This is an optimization exercise on Yosys and OpenROAD, whose aim is small area and a short achievable clock period, not a production implementation.
Function was checked by simulation only, so behaviour that the tests miss may differ from the original.

**design/flow/config.mk**
```make
export PLATFORM = sky130hd
export DESIGN_NAME = reaper_exec_ctrl
export DESIGN_NICKNAME = reaper_exec_ctrl
export VERILOG_FILES = /design/flow/design.v
export SDC_FILE = /design/flow/constraint.sdc
export NUM_CORES = 4
export LEC_CHECK = 0
export ABC_AREA = 1
export CAP_MARGIN = 20
export CORE_MARGIN = 2
export CORE_UTILIZATION = 60
export PLACE_DENSITY = 0.7
export SLEW_MARGIN = 20
```
**design/flow/constraint.sdc**
```tcl
create_clock -name core_clock -period 190.0 [get_ports {Fast_Clock}]
set_input_delay 38.0000 -clock core_clock [delete_from_list [all_inputs] [get_ports {Fast_Clock}]]
set_output_delay 38.0000 -clock core_clock [all_outputs]
set_load 0.01 [all_outputs]
```
**design/flow/design.v**
```verilog
module reaper_exec_ctrl #(
  parameter int DIV = 2
) (
  input  logic        Fast_Clock,
  input  logic        Raw_Reset_I,
  output logic        Slow_Clock,
  input  logic [5:0]  Opcode,
  input  logic [31:0] Input_1,
  input  logic [31:0] Input_2,
  output logic [31:0] Result,
  output logic        True,
  output logic [4:0]  ALU_Op,
  output logic        Reg_Write,
  output logic        ALU_Src,
  output logic        Long_Imm,
  output logic        Mem_Write,
  output logic        Mem_To_Reg,
  output logic        Branch,
  output logic        Jump_R,
  output logic        Jump_I,
  output logic        Stack_Enable,
  output logic        Stack_Write,
  output logic        IO_Enable,
  output logic        IO_Selection,
  output logic        Halt,
  output logic        Change_Context
);
  localparam int CW = (DIV > 1) ? $clog2(DIV) : 1;
  localparam logic [CW-1:0] LAST = DIV - 1;
  logic [CW-1:0] cnt;
  logic          slow_q;
  always_ff @(posedge Fast_Clock or negedge Raw_Reset_I) begin
    if (!Raw_Reset_I) begin
      cnt    <= '0;
      slow_q <= 1'b0;
    end else if (cnt == LAST) begin
      cnt    <= '0;
      slow_q <= ~slow_q;
    end else begin
      cnt    <= cnt + 1'b1;
    end
  end
  assign Slow_Clock = slow_q;
  logic [5:0] op;
  logic [4:0] aop;
  logic rw, asrc, limm, mw, m2r, br;
  logic jr, ji, sen, swr, ioen, iosel;
  logic hlt, ctx;
  assign op = Opcode;
  logic [4:0] aop_t;
  always_comb begin
    case (op)
      6'h02: aop_t = 5'd1;
      6'h03: aop_t = 5'd2;
      6'h04: aop_t = 5'd3;
      6'h05: aop_t = 5'd4;
      6'h06: aop_t = 5'd5;
      6'h07: aop_t = 5'd6;
      6'h08: aop_t = 5'd7;
      6'h09: aop_t = 5'd8;
      6'h0A: aop_t = 5'd9;
      6'h0B: aop_t = 5'd10;
      6'h0C: aop_t = 5'd11;
      6'h0D: aop_t = 5'd12;
      6'h0E: aop_t = 5'd13;
      6'h0F: aop_t = 5'd14;
      6'h10: aop_t = 5'd15;
      6'h11: aop_t = 5'd16;
      6'h12: aop_t = 5'd17;
      6'h13: aop_t = 5'd18;
      6'h16: aop_t = 5'd12;
      6'h17: aop_t = 5'd13;
      6'h18: aop_t = 5'd14;
      6'h19: aop_t = 5'd16;
      6'h22: aop_t = 5'd1;
      6'h23: aop_t = 5'd2;
      6'h24: aop_t = 5'd3;
      6'h25: aop_t = 5'd4;
      6'h26: aop_t = 5'd5;
      6'h27: aop_t = 5'd6;
      6'h28: aop_t = 5'd7;
      6'h29: aop_t = 5'd8;
      6'h2A: aop_t = 5'd9;
      6'h2B: aop_t = 5'd10;
      6'h2C: aop_t = 5'd11;
      6'h2D: aop_t = 5'd12;
      6'h2E: aop_t = 5'd13;
      6'h2F: aop_t = 5'd14;
      6'h30: aop_t = 5'd15;
      6'h31: aop_t = 5'd16;
      6'h32: aop_t = 5'd17;
      default: aop_t = 5'd0;
    endcase
  end
  always_comb begin
    aop   = '0;
    rw    = 1'b0;
    asrc  = 1'b0;
    limm  = 1'b0;
    mw    = 1'b0;
    m2r   = 1'b0;
    br    = 1'b0;
    jr    = 1'b0;
    ji    = 1'b0;
    sen   = 1'b0;
    swr   = 1'b0;
    ioen  = 1'b0;
    iosel = 1'b0;
    hlt   = 1'b0;
    ctx   = 1'b0;
    aop = aop_t;
    if (op >= 6'h01 && op <= 6'h12) begin
      rw  = 1'b1;
    end else if (op >= 6'h21 && op <= 6'h32) begin
      rw   = 1'b1;
      asrc = 1'b1;
    end else begin
      case (op)
        6'h13: begin
          rw   = 1'b1;
          asrc = 1'b1;
          limm = 1'b1;
        end
        6'h14: begin
          rw   = 1'b1;
          asrc = 1'b1;
          m2r  = 1'b1;
        end
        6'h15: begin
          asrc = 1'b1;
          mw   = 1'b1;
        end
        6'h16: begin
          br  = 1'b1;
        end
        6'h17: begin
          br  = 1'b1;
        end
        6'h18: begin
          br  = 1'b1;
        end
        6'h19: begin
          br  = 1'b1;
        end
        6'h1A: jr = 1'b1;
        6'h1B: begin
          ji   = 1'b1;
          limm = 1'b1;
        end
        6'h1C: begin
          ji   = 1'b1;
          limm = 1'b1;
          sen  = 1'b1;
          swr  = 1'b1;
        end
        6'h1D: sen = 1'b1;
        6'h1E: begin
          ioen = 1'b1;
          rw   = 1'b1;
        end
        6'h1F: begin
          ioen  = 1'b1;
          iosel = 1'b1;
        end
        6'h20: ctx = 1'b1;
        6'h3F: hlt = 1'b1;
        default: ;
      endcase
    end
  end
  logic [31:0] a, b;
  assign a = Input_1;
  assign b = Input_2;
  logic o_add, o_sub, o_mul, o_div, o_rem, o_and, o_or, o_xor, o_not;
  logic o_sll, o_srl, o_sra, o_cmp, o_movb;
  assign o_add  = (aop == 5'd0);
  assign o_sub  = (aop == 5'd1);
  assign o_mul  = (aop == 5'd2);
  assign o_div  = (aop == 5'd3);
  assign o_rem  = (aop == 5'd4);
  assign o_and  = (aop == 5'd5);
  assign o_or   = (aop == 5'd6);
  assign o_xor  = (aop == 5'd7);
  assign o_not  = (aop == 5'd8);
  assign o_sll  = (aop == 5'd9);
  assign o_srl  = (aop == 5'd10);
  assign o_sra  = (aop == 5'd11);
  assign o_cmp  = (aop >= 5'd12) && (aop <= 5'd17);
  assign o_movb = (aop == 5'd18);
  logic m_div, m_mul, m_sh, m_shr, m_as, m_subt;
  assign m_div  = o_div | o_rem;
  assign m_mul  = o_mul;
  assign m_shr  = o_srl | o_sra;
  assign m_sh   = o_sll | m_shr;
  assign m_as   = ~(m_div | m_mul | m_sh);    
  assign m_subt = o_sub | o_cmp;
  function automatic [31:0] pfx_or(input [31:0] x);
    reg [31:0] y;
    integer l, i;
    begin
      y = x;
      for (l = 0; l < 5; l = l + 1)
        for (i = 0; i < 32; i = i + 1)
          if (((i >> l) & 1) == 1)
            y[i] = y[i] | y[((i >> l) << l) - 1];
      pfx_or = y;
    end
  endfunction
  logic [31:0] abs_a, abs_b;
  logic [31:0] pa, pb, pd, rb;
  assign pa    = pfx_or(a);
  assign pb    = pfx_or(b);
  assign abs_a = a ^ ({32{a[31]}} & {pa[30:0], 1'b0});
  assign abs_b = b ^ ({32{b[31]}} & {pb[30:0], 1'b0});
  logic [31:0] dhz;
  always_comb
    for (int j = 0; j < 32; j++)
      rb[j] = abs_b[31-j];
  assign pd  = pfx_or(rb);
  assign dhz = {~pd[30:0], 1'b1};
  logic [31:0] shdec;
  always_comb
    for (int k = 0; k < 32; k++)
      shdec[k] = (b[4:0] == k[4:0]);
  logic        fill;
  logic [31:0] a_rev;
  assign fill = o_sra & a[31];
  always_comb
    for (int i = 0; i < 32; i++)
      a_rev[i] = a[31-i] ^ fill;
  logic [31:0] Y, ebit, dhzm, cin, R0;
  always_comb begin
    if (m_div)      Y = ~abs_b;
    else if (m_mul) Y = a;
    else if (m_shr) Y = a_rev;
    else if (m_sh)  Y = a;
    else            Y = b ^ {32{m_subt}};
    for (int k = 0; k < 32; k++) begin
      ebit[k] = (m_mul & b[k]) | (m_sh & shdec[k]) | (m_as & (k == 0));
      dhzm[k] = m_div & dhz[k];
      cin[k]  = m_div | (m_as & m_subt & (k == 0));
    end
    if (m_div)     R0 = abs_a;
    else if (m_as) R0 = a;
    else           R0 = '0;
  end
  localparam int GS = 3;
  logic [31:0] R [0:32];
  logic [31:0] q;
  assign R[32] = R0;
  for (genvar k = 31; k >= 0; k--) begin : g_row
    localparam int W  = 32 - k;
    localparam int NG = (W + GS - 1) / GS;
    logic [W-1:0] rr, o, x, g, p;
    logic [W:0]   c;
    logic [NG:0]  cg;
    logic         sel;
    assign rr = R[k+1][31:k];
    assign o  = Y[W-1:0];
    for (genvar j = 0; j < W; j++) begin : g_bit
      assign g[j] = rr[j] & o[j];
      assign p[j] = rr[j] | o[j];
      assign x[j] = o[j] ^ c[j];
    end
    assign cg[0] = cin[k];
    for (genvar m = 0; m < NG; m++) begin : g_grp
      localparam int LO = m * GS;
      localparam int HI = (LO + GS < W) ? (LO + GS - 1) : (W - 1);
      logic [HI-LO:0] gx, px;
      assign gx[0] = g[LO];
      assign px[0] = p[LO];
      for (genvar j = LO + 1; j <= HI; j++) begin : g_pre
        assign gx[j-LO] = g[j] | (p[j] & gx[j-LO-1]);
        assign px[j-LO] = p[j] & px[j-LO-1];
      end
      assign cg[m+1] = gx[HI-LO] | (px[HI-LO] & cg[m]);
      assign c[LO] = cg[m];
      for (genvar j = LO; j < HI; j++) begin : g_rip
        assign c[j+1] = g[j] | (p[j] & c[j]);
      end
    end
    assign sel  = (cg[NG] & dhzm[k]) | ebit[k];
    assign q[k] = sel;
    if (k > 0) begin : g_low
      assign R[k][k-1:0] = R[k+1][k-1:0];
    end
    assign R[k][31:k] = rr ^ ({W{sel}} & x);
  end
  logic [31:0] arr;
  assign arr = R[0];
  logic        bz, dneg;
  logic [31:0] dv, lo_v, dres;
  assign bz   = (b == 32'd0);
  assign dneg = o_div ? (a[31] ^ b[31]) : a[31];
  assign dv   = o_div ? q : arr;
  logic [31:0] pv;
  assign pv   = pfx_or(dv);
  assign lo_v = {pv[30:0], 1'b0};
  assign dres = bz ? 32'd0 : (dv ^ ({32{dneg}} & lo_v));
  logic [31:0] x_ab;
  logic        eq, lt, tru;
  assign x_ab = a ^ b;
  assign eq   = ~|x_ab;
  assign lt   = (a[31] ^ b[31]) ? a[31] : arr[31];
  always_comb begin
    case (aop)
      5'd12:   tru = eq;
      5'd13:   tru = ~eq;
      5'd14:   tru = lt;
      5'd15:   tru = lt | eq;
      5'd16:   tru = ~(lt | eq);
      5'd17:   tru = ~lt;
      default: tru = 1'b0;
    endcase
  end
  logic [31:0] arr_rev;
  always_comb
    for (int i = 0; i < 32; i++)
      arr_rev[i] = arr[31-i] ^ fill;
  logic [31:0] res;
  always_comb begin
    res = ({32{o_add | o_sub | o_mul | o_sll}} & arr)
        | ({32{m_shr}} & arr_rev)
        | ({32{m_div}} & dres)
        | ({32{o_and}} & (a & b))
        | ({32{o_or}}  & (a | b))
        | ({32{o_xor}} & x_ab)
        | ({32{o_not}} & ~a)
        | ({32{o_movb}} & b);
    res[0] = res[0] | tru;
  end
  assign Result         = res;
  assign True           = tru;
  assign ALU_Op         = aop;
  assign Reg_Write      = rw;
  assign ALU_Src        = asrc;
  assign Long_Imm       = limm;
  assign Mem_Write      = mw;
  assign Mem_To_Reg     = m2r;
  assign Branch         = br;
  assign Jump_R         = jr;
  assign Jump_I         = ji;
  assign Stack_Enable   = sen;
  assign Stack_Write    = swr;
  assign IO_Enable      = ioen;
  assign IO_Selection   = iosel;
  assign Halt           = hlt;
  assign Change_Context = ctx;
endmodule
```
**design/flow/flow/run.sh**
```bash
#!/bin/bash
# Own flow: the standard layout (standard.sh, with its standard synthesis
# unchanged), except that before the floorplan step's timing repair
# flow/downsize.tcl resets gate sizes to the smallest and sizes up only what
# a setup margin of FP_SETUP_MARGIN ns needs. Every timing repair runs
# without pin swaps and gate cloning. Each step's output goes to its own log
# file here.
set -euo pipefail
WORK=$(pwd)
export FP_SETUP_MARGIN=80
export SKIP_PIN_SWAP=1
export SKIP_GATE_CLONING=1
bash standard.sh synth > flow_synth.log 2>&1
bash standard.sh PRE_FLOORPLAN_TCL=$WORK/flow/downsize.tcl floorplan > flow_floorplan.log 2>&1
bash standard.sh > flow_finish.log 2>&1
test -f out/final.def
```
**design/flow/flow/downsize.tcl**
```tcl
# Runs before the floorplan step's own timing repair (PRE_FLOORPLAN_TCL).
# Synthesis sizes up nearly every gate. Put every logic cell at the smallest
# drive strength of its family, remove synthesis buffers, then size up only
# the cells on paths with less than FP_SETUP_MARGIN ns of setup slack. Gate
# sizing only: no pin swaps or cloning, so the netlist keeps the structure of
# the standard synthesis.
set dont_use {}
if { [info exists ::env(DONT_USE_CELLS)] } { set dont_use $::env(DONT_USE_CELLS) }
proc ds_skip { name dont_use } {
  foreach pat $dont_use { if { [string match $pat $name] } { return 1 } }
  return [expr { [string match "*lpflow*" $name] || [string match "*probe*" $name] }]
}
set best [dict create]
foreach m [get_lib_cells */*] {
  set n [get_name $m]
  if { [ds_skip $n $dont_use] } { continue }
  if { [regexp {^(sky130_fd_sc_hd__.*)_([0-9]+)$} $n -> fam sz] } {
    if { ![dict exists $best $fam] || $sz < [lindex [dict get $best $fam] 0] } {
      dict set best $fam [list $sz $n]
    }
  }
}
set cnt 0
foreach inst [get_cells *] {
  set mn [get_name [get_lib_cells -of_objects $inst]]
  if { [string match "*__df*" $mn] || [string match "*__conb*" $mn] } { continue }
  if { [regexp {^(sky130_fd_sc_hd__.*)_([0-9]+)$} $mn -> fam sz] && [dict exists $best $fam] } {
    set s [dict get $best $fam]
    if { [lindex $s 0] < $sz } {
      replace_cell $inst [lindex $s 1]
      incr cnt
    }
  }
}
puts "downsize.tcl: $cnt cells set to their smallest drive strength"
remove_buffers
repair_timing -setup -setup_margin $::env(FP_SETUP_MARGIN) -sequence "sizeup" \
  -skip_pin_swap -skip_gate_cloning -skip_last_gasp -verbose
report_worst_slack -max
report_design_area
```
**design/flow/standard.sh**
```bash
#!/bin/bash
# synth_recipe.tcl (not shown) runs the flow's synth.tcl, then flattens the netlist and writes it again
# the make line also repeats each setting of config.mk as NAME=value (left out here)
make -C /OpenROAD-flow-scripts/flow DESIGN_CONFIG=/design/flow/config.mk WORK_HOME=/design/flow/orfs CLKGATE_MAP_FILE= SYNTH_SCRIPT=/design/flow/synth_recipe.tcl "${@:-finish}"
```
==> results.yml, run 1 <==
run_status:
  status: "timing/DRC/antenna clean"
clocking:
  cts_tree: "yes"
  cts_resized: 0
  clockBufferDepth: 2
  cts_setup_buffers: 0
  cts.sinks: 2
  htree_levels: 1
  clkLatencyLatePin_ns: 0.22
  clockRootBuffer: "clkbuf_16"
  cts.clk_slew.worst_paths_ns: 0.03
  cts_hold_buf: 0
  cts_made_buffers: 3
timing:
  finClkSkew_ns: 0.00130
  hold_viol: 0
  setup_viol: 0
  drv_slew: 0
  fin_crit_ns: 135.36
  max_slew_margin: 0.235
  finalCritPeriodShare: 0.712
  fmax_mhz: 7.39
  worst_pin_slew_ns: 1.15
  fin_tns_setup_ns: 0
  grt_setup_unrepaired: "false"
placed_design:
  gp_congestion: 1.13
  port_buffers: 124
  dpl.hpwl_um: 117000
  placed_area_sq_mm: 0.0380
global_routing:
  grt_pass1_vias: 41800
  grt_usage: 0.486
  grt_max_degree: 77
  antenna_found_initial: 1
  grt-ovfl-total: 0
  grt_pass1_wl_um: 231000
cells_and_area:
  syn_to_final_growth_pct: 8.38
  final_area_sq_mm: 0.0380
  layout-drive-gt1-share: 0.0593
  final_util: 0.658
  num-nets-final: 7347
drt:
  drcViolationCount: 0
  vias: 48300
  detail_route.wl_per_cell_um: 19.4
  first_iter_violations: 6286
  drt-total-wl_um: 155000
  dr.pass1.iters: 12
  viasPerCell: 6.06
  drt.antenna.violating_nets: 0
setup_path:
  cpMaxStageDelayCell: "clkinvlp_4"
  start_kind: "input port"
  path_max_fanout: 74
  cp_slowest_stage_delay_ns: 0.69
  crit_top_cell: "nand2_1"
  required_ns: 152.00
  cp-end-kind: "output pin"
  criticalPathCategory: "in2out"
  crit_arrival_ns: 97.36
floorplan:
  core_area_sq_mm: 0.0578
  die_area_sq_mm: 0.0605
  die_w_um: 246
  fp-row-count: 88
  die_h_um: 246
  ios: 125
  initial_core_util: 0.607
logic_synthesis:
  netlist_area_sq_mm: 0.0351
  yosys_warnings: 2
  syn_area_per_cell_sq_um: 5.02
  synth_cells: 6992
  syn_nets: 7133
flow_run:
  maxCapViolCount: 0
min_path:
  hold_path.class: "reg2reg"
per-stage QoR:
stage	hold slack, ns	setup WS (ns)	cells
after CTS	0.457	56.69	7968
final	0.451	54.64	7970
after detailed placement	0.430	56.83	7965
after global routing	0.488	48.04	7969
after floorplan	0.413	67.61	6992
after global placement	0.425	58.32	7965
worst paths after layout:
check,startpoint,to,slack (ns),cells after the start
max reg2reg,slow_q,slow_q,189.34,1
max,Opcode[2],Result[22],54.64,502
min,cnt,cnt,0.45,1
min reg2reg,cnt,cnt,0.45,1
min in group asynchronous,Raw_Reset_I,cnt,37.95,1
max in group asynchronous,Raw_Reset_I,slow_q,151.93,1
worst max-delay path: cells and delay by family:
family | cells | cell delay, ns
simple gates | 457 | 46.93
buf+inv | 15 | 4.32
compound gates | 11 | 1.89
xor+xnor | 19 | 5.85
final cells by class:
type	instances	area (sq um)
multi-input cells	6173	31800
fillers	5791	19800
inverters	817	3320
repair buffers	209	1880
well taps	765	957
clock buffers	3	75.1
flip-flops and latches	2	50.0
diodes	1	2.50
cell usage in the layout, fill, tap and decap left out, types with 16 or more instances in the layout:
cell                n
nand3_2            55
nand2_2           115
xnor2_1            47
nor2_1            660
o21a_1             26
buf_4              84
or2_0             113
o31ai_1            18
nand4_1            26
bufinv_8           16
a221oi_1           18
o21ai_0           244
nand2_1          2690
nand3b_1           36
a221o_1            20
inv_1             752
a22oi_1            19
ha_1               68
nor3_1             22
xor2_1            442
clkinv_1           28
a21oi_1           238
xor2_2             29
a31oi_1            16
clkdlybuf4s50_1   124
o221ai_1           18
a21boi_0           19
nand2_8            19
nand3_1           971
o22ai_1            26
per-layer routing:
layer,GRT usage,routed length [um],vias to the layer above
li1,-,-,23100
met1,0.620,58600,21300
met2,0.715,61200,3179
met3,0.130,23300,714
met4,0.317,11900,2
met5,0,12,-
state kept, by name (all words and copies together), names as in the netlist:
name / cells
cnt: 1
slow_q: 1
==> run 2, diff against run 1 <==
--- a/design/flow/design.v
+++ b/design/flow/design.v
@@ -208,14 +208,19 @@
   endfunction
-  logic [31:0] abs_a, abs_b;
-  logic [31:0] pa, pb, pd, rb;
+  logic [31:0] abs_a;
+  logic [31:0] pa, pb, pt, sx, rsx;
   assign pa    = pfx_or(a);
-  assign pb    = pfx_or(b);
   assign abs_a = a ^ ({32{a[31]}} & {pa[30:0], 1'b0});
-  assign abs_b = b ^ ({32{b[31]}} & {pb[30:0], 1'b0});
   logic [31:0] dhz;
+  assign pb = pfx_or(b);
   always_comb
-    for (int j = 0; j < 32; j++)
-      rb[j] = abs_b[31-j];
-  assign pd  = pfx_or(rb);
-  assign dhz = {~pd[30:0], 1'b1};
+    for (int j = 0; j < 32; j++) begin
+      sx[j]  = b[j] ^ b[31];
+      rsx[j] = sx[31-j];
+    end
+  assign pt = pfx_or(rsx);    
+  always_comb begin
+    dhz[0] = 1'b1;
+    for (int k = 1; k < 32; k++)
+      dhz[k] = ~pt[k-1] & (~b[31] | pb[31-k]);
+  end
   logic [31:0] shdec;
@@ -232,3 +237,3 @@
   always_comb begin
-    if (m_div)      Y = ~abs_b;
+    if (m_div)      Y = b ^ {32{~b[31]}};
     else if (m_mul) Y = a;
@@ -240,3 +245,3 @@
       dhzm[k] = m_div & dhz[k];
-      cin[k]  = m_div | (m_as & m_subt & (k == 0));
+      cin[k]  = (m_div & ~b[31]) | (m_as & m_subt & (k == 0));
     end
==> design/flow/flow/run.sh (replaced) <==
#!/bin/bash
# Own flow: the standard layout (standard.sh, with its standard synthesis
# unchanged), except that:
#  - before the floorplan step's timing repair, flow/downsize.tcl resets gate
#    sizes to the smallest and sizes up only what a setup margin of
#    FP_SETUP_MARGIN ns needs;
#  - every timing repair runs without pin swaps and gate cloning, so the
#    netlist keeps the structure of the standard synthesis;
#  - port buffering (every input and output still gets its buffer) uses
#    buf_2 cells.
# Each step's output goes to its own log file here.
set -euo pipefail
WORK=$(pwd)
export FP_SETUP_MARGIN=80
export SKIP_PIN_SWAP=1
export SKIP_GATE_CLONING=1
bash standard.sh synth > flow_synth.log 2>&1
bash standard.sh PRE_FLOORPLAN_TCL=$WORK/flow/downsize.tcl floorplan > flow_floorplan.log 2>&1
bash standard.sh "BUFFER_PORTS_ARGS=-buffer_cell sky130_fd_sc_hd__buf_2" place > flow_place.log 2>&1
bash standard.sh > flow_finish.log 2>&1
test -f out/final.def
==> run 2 against run 1 <==
Still clean. Setup slack better by 2.0 ns. Clock skew hardly changed. Fmax grew 1.5%. Die area barely moved. Global-route usage fell by 1.0 points. Sequential share of layout area about the same. Via count decreased by 1.7%. Wire length shrank 2.8%. Critical endpoint is now Result[18]. Highest routed layer unchanged.
==> results.yml, run 2 <==
drt:
  dr.pass1.iters: 11
  wl_met2_um: 61100
  drt-total-wl_um: 151000
  drcViolationCount: 0
  wl_met1_um: 57100
  vias: 47500
  viasPerCell: 6.05
  highest_layer: "met5"
  drt.antenna.violating_nets: 0
  detail_route.wl_per_cell_um: 19.2
  first_iter_violations: 5747
  wl_met3_um: 21900
setup_path:
  required_ns: 152.00
  critical_path.endpoint: "Result[18]"
  criticalPathCategory: "in2out"
  cp-end-kind: "output pin"
  crit_arrival_ns: 95.39
  start_kind: "input port"
  cp_slowest_stage_delay_ns: 0.99
  ff2ff_path_depth: 1
  cpMaxStageDelayCell: "nor4b_1"
  crit_top_cell: "nand2_1"
  r2r_end: "slow_q"
  r2r_slack_ns: 189.31
  reg2reg_from: "slow_q"
  path_max_fanout: 82
  startpoint: "Opcode[2]"
floorplan:
  die_h_um: 246
  ios: 125
  die_area_sq_mm: 0.0604
  core_area_sq_mm: 0.0577
  die_w_um: 246
  fp-row-count: 88
  initial_core_util: 0.608
min_path:
  hold_path.class: "reg2reg"
  min_from: "cnt"
logic_synthesis:
  netlist_area_sq_mm: 0.0351
  syn_area_per_cell_sq_um: 5.11
  synth_cells: 6866
  syn_nets: 7010
  yosys_warnings: 2
clocking:
  htree_levels: 1
  cts_resized: 0
  cts_tree: "yes"
  cts_made_buffers: 3
  clkLatencyLatePin_ns: 0.22
  cts.clk_slew.worst_paths_ns: 0.03
  clockBufferDepth: 2
  cts_setup_buffers: 0
  cts.sinks: 2
  clockRootBuffer: "clkbuf_16"
  cts_hold_buf: 0
timing:
  setup_viol: 0
  drv_slew: 0
  worst_pin_slew_ns: 1.36
  finClkSkew_ns: 0.00167
  grt_setup_unrepaired: "false"
  fin_tns_setup_ns: 0
  fmax_mhz: 7.50
  hold_viol: 0
  fin_crit_ns: 133.39
  max_slew_margin: 0.0814
  finalCritPeriodShare: 0.702
cells_and_area:
  final_common_cell: "nand2_1"
  num-nets-final: 7221
  fin_cells: 7844
  syn_to_final_growth_pct: 6.90
  mostFrequentLayoutCells: "2480 x nand2_1, 1002 x nand3_1, 714 x inv_1"
  layout-drive-gt1-share: 0.0777
  top_regs: "cnt x1, slow_q x1"
global_routing:
  grt-ovfl-total: 0
  grt_max_degree: 83
  grt_usage: 0.476
  antenna_found_initial: 11
  grt_pass1_wl_um: 228000
  grt_pass1_vias: 41400
placed_design:
  placedCellCount: 7837
  port_buffers: 124
  gp_congestion: 1.13
  dpl.hpwl_um: 116000
flow_run:
  maxCapViolCount: 0
run_status:
  status: "timing/DRC/antenna clean"
==> run 2: layout make-up <==
class	count	area, sq um
antenna	4	10.0
clock buffer	3	75.1
fill	5874	20200
inverter	759	2890
multi-input combinational	6105	32300
sequential	2	50.0
tap	765	957
timing repair buffer	206	1240
==> run 2: per-layer routing <==
metal	vias to the layer above	GRT usage
li1	22800	-
met2	2862	0.718
met4	16	0.270
met3	647	0.156
met1	21100	0.590
met5	-	0
==> run 2: stage by stage <==
stage          area [sq um]  setup slack (ns)   util  hold WS [ns]
3_5_place_dp          37400             58.32  0.648         0.439
3_3_place_gp          37400             60.19  0.648         0.425
4_1_cts               37500             58.11  0.650         0.444
5_1_grt               37500             49.37  0.650         0.456
2_1_floorplan         35100             67.04      -         0.413
6_report              37500             56.61  0.650         0.442
==> run 2: how the worst min path moves through the flow <==
stage	end	slack, ns	cells after the start
floorplan	cnt	0.41	1
global placement	cnt	0.42	1
detailed placement	cnt	0.44	1
CTS	cnt	0.44	1
global route	cnt	0.46	1
finish	cnt	0.44	1
==> run 2: worst max-delay path: cells and delay by family <==
family / cells / cell delay (ns)
buf+inv: 13 / 2.33
xor+xnor: 15 / 4.19
compound gates: 13 / 2.04
simple gates: 463 / 48.49

-- what the ideal ports hide --
How much do the figures lean on ideal ports? The routed layouts below were timed once more, with nothing changed but the port constraints.
Step 1 sets driving cells, clkbuf_16 on the clock port and buf_2 on the other inputs (assumed; they add their load-dependent delay and slew).
Step 2 moves the port delays by t, midway between the first and last clock arrival at a register: inputs arrive t later, outputs are due t later. That takes back most of the time a late clock gives input paths.
Three values: ideal, step 1, step 2; two values: the first two.
run | t (ns) | setup WS [ns] | worst setup path at the end
run 1 | 0.240 | 54.639 / 54.615 / 54.615 | input to output
run 2 | 0.245 | 56.608 / 56.587 / 56.587 | input to output
After both steps setup and hold are still met in every run listed. For run 1, which loses most, drivers alone change the setup slack by -0.024 ns; drivers and shift together by -0.024 ns.
